This design comes from an exercise in tuning for small area and a short achievable clock period on the open sky130 flow, not from production work. RTL that was checked went through simulation tests only; none was proved equivalent to the original.

Design wav_riff_header_parser, start of the top module:
module wav_riff_header_parser (
    input  logic                             aclk,
    input  logic                             aresetn,
    input  logic                             s_axis_tvalid,
    output logic                             s_axis_tready,
    input  logic [7:0]                       s_axis_tdata,    
    input  logic                             s_axis_tlast,    
    output logic                             m_axis_tvalid,
    input  logic                             m_axis_tready,
    output logic [wavp_pkg::OUT_TDATA_W-1:0] m_axis_tdata,
    output logic                             m_axis_tuser     
);
    localparam logic [2:0] P_HDR  = 3'd0;
    localparam logic [2:0] P_CHDR = 3'd1;
    localparam logic [2:0] P_FMT  = 3'd2;
    localparam logic [2:0] P_DATA = 3'd3;
    localparam logic [2:0] P_SKIP = 3'd4;
    localparam logic [2:0] P_PAD  = 3'd5;
    localparam logic [2:0] P_DONE = 3'd6;
    localparam logic [2:0] P_ERR  = 3'd7;
    logic [2:0]  ph, ph_n;
    logic [5:0]  pos, pos_n, pos_inc;
    logic [31:0] cnt, cnt_n, cnt_dec;
    logic        f1, f1_n;
    logic        f2, f2_n;
    logic        fgood, fgood_n;   
    logic        sfmt, sfmt_n;
    logic        sdata, sdata_n;
    logic        m_valid_reg;
    logic        m_user_reg;
    logic [7:0]  m_byte_reg;
    logic [2:0]  m_stat_reg;
    logic [31:0] m_dlen_reg;
    logic        accept;
    logic        hdr_done;
    logic        chunk_end;
    logic        dload;
    logic        audio;
    logic [31:0] L;
    logic [7:0]  b;
    logic        m_hdr, m_tf, m_td, m_fmt;
    logic [2:0]  verdict;
    logic        v_notwave, v_trunc, v_fin;
    logic        hdr_last, lzero, cnt_one, pos_39;
    assign hdr_last = pos[3] && pos[1:0] == 2'd3;        
    assign lzero    = (L == 32'd0);
    assign cnt_one  = (cnt == 32'd1);
    assign pos_39   = pos[5] && (pos[4] || pos[3] || pos[2:0] == 3'd7);
    assign s_axis_tready = !m_valid_reg || m_axis_tready;
    assign accept        = s_axis_tvalid && s_axis_tready;
    assign b             = s_axis_tdata;
    assign pos_inc       = pos + 6'd1;
    assign cnt_dec       = cnt - 32'd1;
    assign L             = {b, cnt[31:8]};
    always_comb begin
        case ({pos[3], pos[1:0]})
            3'd0:       m_hdr = (b == 8'h52);   
  ...
export LEC_CHECK = 0
export CAP_MARGIN = 20
export CORE_MARGIN = 2
export CORE_UTILIZATION = 40
export SETUP_SLACK_MARGIN = 3.6
export SLEW_MARGIN = 20
create_clock -name core_clock -period 6.5 [get_ports {aclk}]
standard.sh (not shown) runs the stock make flow with config.mk's settings and CLKGATE_MAP_FILE= SYNTH_SCRIPT=/design/flow/synth_recipe.tcl, a recipe that flattens the netlist after the stock synthesis.
==> flow/flow/run.sh <==
#!/bin/bash
set -euo pipefail
RES=$PWD/orfs/results/$FLOW_PLATFORM/wav_riff_header_parser/base
bash standard.sh "$RES/1_2_yosys.v" > synth_standard.log 2>&1
cp "$RES/1_2_yosys.v" "$RES/1_2_yosys_standard.v"
DU=$(sed -n '/DONT_USE_CELLS/,/^$/p' $FLOW_HOME/platforms/$FLOW_PLATFORM/config.mk | grep -o "sky130_fd_sc_hd__[a-z0-9_]*" | sed 's/^/-dont_use /' | tr '\n' ' ')
IN="$RES/1_2_yosys_standard.v" OUT="$RES/1_2_yosys_remap.v" ABCSCRIPT=$PWD/flow/area.abc DONTUSE="$DU" \
  yosys -c flow/remap.tcl > remap.log 2>&1
python3 flow/tready.py "$RES/1_2_yosys_remap.v" "$RES/1_2_yosys.v" > tready.log 2>&1
bash standard.sh BUFFER_PORTS_ARGS="-buffer_cell sky130_fd_sc_hd__buf_1" finish > standard_flow.log 2>&1
Other scripts of this flow, unchanged in this note and not shown: flow/flow/area.abc, flow/flow/remap.tcl, flow/flow/tready.py
Edit:
--- a/flow/design.v
+++ b/flow/design.v
@@ -25,17 +25,17 @@
     localparam logic [2:0] P_FMT  = 3'd2;
     localparam logic [2:0] P_DATA = 3'd3;
     localparam logic [2:0] P_SKIP = 3'd4;
     localparam logic [2:0] P_PAD  = 3'd5;
     localparam logic [2:0] P_DONE = 3'd6;
     localparam logic [2:0] P_ERR  = 3'd7;
     logic [2:0]  ph, ph_n;
     logic [5:0]  pos, pos_n, pos_inc;
-    logic [31:0] cnt, cnt_n, cnt_dec;
+    logic [31:0] cnt, cnt_n, borrow;
     logic        f1, f1_n;
     logic        f2, f2_n;
     logic        fgood, fgood_n;   
     logic        sfmt, sfmt_n;
     logic        sdata, sdata_n;
     logic        m_valid_reg;
     logic        m_user_reg;
     logic [7:0]  m_byte_reg;
@@ -55,17 +55,22 @@
     assign hdr_last = pos[3] && pos[1:0] == 2'd3;        
     assign lzero    = (L == 32'd0);
     assign cnt_one  = (cnt == 32'd1);
     assign pos_39   = pos[5] && (pos[4] || pos[3] || pos[2:0] == 3'd7);
     assign s_axis_tready = !m_valid_reg || m_axis_tready;
     assign accept        = s_axis_tvalid && s_axis_tready;
     assign b             = s_axis_tdata;
     assign pos_inc       = pos + 6'd1;
-    assign cnt_dec       = cnt - 32'd1;
+    always_comb begin
+        borrow[0] = 1'b1;
+        for (int i = 1; i < 32; i++) begin
+            borrow[i] = borrow[i-1] && !cnt[i-1];
+        end
+    end
     assign L             = {b, cnt[31:8]};
     always_comb begin
         case ({pos[3], pos[1:0]})
             3'd0:       m_hdr = (b == 8'h52);   
             3'd1:       m_hdr = (b == 8'h49);   
             3'd2, 3'd3: m_hdr = (b == 8'h46);   
             3'd4:       m_hdr = (b == 8'h57);   
             3'd5:       m_hdr = (b == 8'h41);   
@@ -196,17 +201,17 @@
             verdict = wavp_pkg::ST_MISSING;
         end
     end
     logic take, keep, take_st, keep_st;
     assign take    = accept;
     assign keep    = !accept;
     assign take_st = accept && aresetn && !s_axis_tlast;   
     assign keep_st = aresetn && !accept;
-    assign cnt_n = (accept && ph == P_CHDR) ? L : (cnt - {31'd0, accept});
+    assign cnt_n = (accept && ph == P_CHDR) ? L : (cnt ^ ({32{accept}} & borrow));
     always_ff @(posedge aclk) begin
         ph    <= ({3{take_st}} & ph_n)  | ({3{keep_st}} & ph);
         pos   <= ({6{take_st}} & pos_n) | ({6{keep_st}} & pos);
         sfmt  <= (take_st & sfmt_n)     | (keep_st & sfmt);
         sdata <= (take_st & sdata_n)    | (keep_st & sdata);
     end
     always_ff @(posedge aclk) begin
         cnt   <= cnt_n;
Via count rises by 3.7%.
Wire length rises by 6.2%.
Utilization rises by 0.97 points.
Maximum frequency falls by 14%.
Worst hold slack is better by 0.0038 ns.
Non-clock buffer count falls by 3.
Clock-buffer cell count falls by 1.
Global-route usage rises by 0.86 points.
First-iteration DRC count falls by about 20%.
Only the layout flow was run in the first run of this note; the RTL was not checked for function there.

[separate check: timing with driven ports]
The flow's constraints put no driver on any port. The routed layouts listed below were extracted and timed again, unchanged, in two steps. Step 1 (the two cells are an assumption about what drives the block):
set clk [get_ports {aclk}]
set_driving_cell -lib_cell sky130_fd_sc_hd__clkbuf_16 $clk
set_driving_cell -lib_cell sky130_fd_sc_hd__buf_2 [delete_from_list [all_inputs] $clk]
Step 2, shift: input delay + t, output delay - t, t = (earliest + latest rising clock arrival at the registers) / 2. This alone moves slack from input paths to output paths. Three values: no drivers, after step 1, after step 2; two values: the first two.
run | shift t [ns] | setup slack, ns | worst slew at a driven data input, ns
the first run | 0.391 | 3.246 / 3.227 / 2.837 | 0.05
the second run | 0.398 | 2.734 / 2.717 / 2.320 | 0.05
After both steps setup and hold are still met in every run listed. For the second run, which loses most, drivers alone change the setup slack by -0.017 ns; drivers and shift together by -0.414 ns.
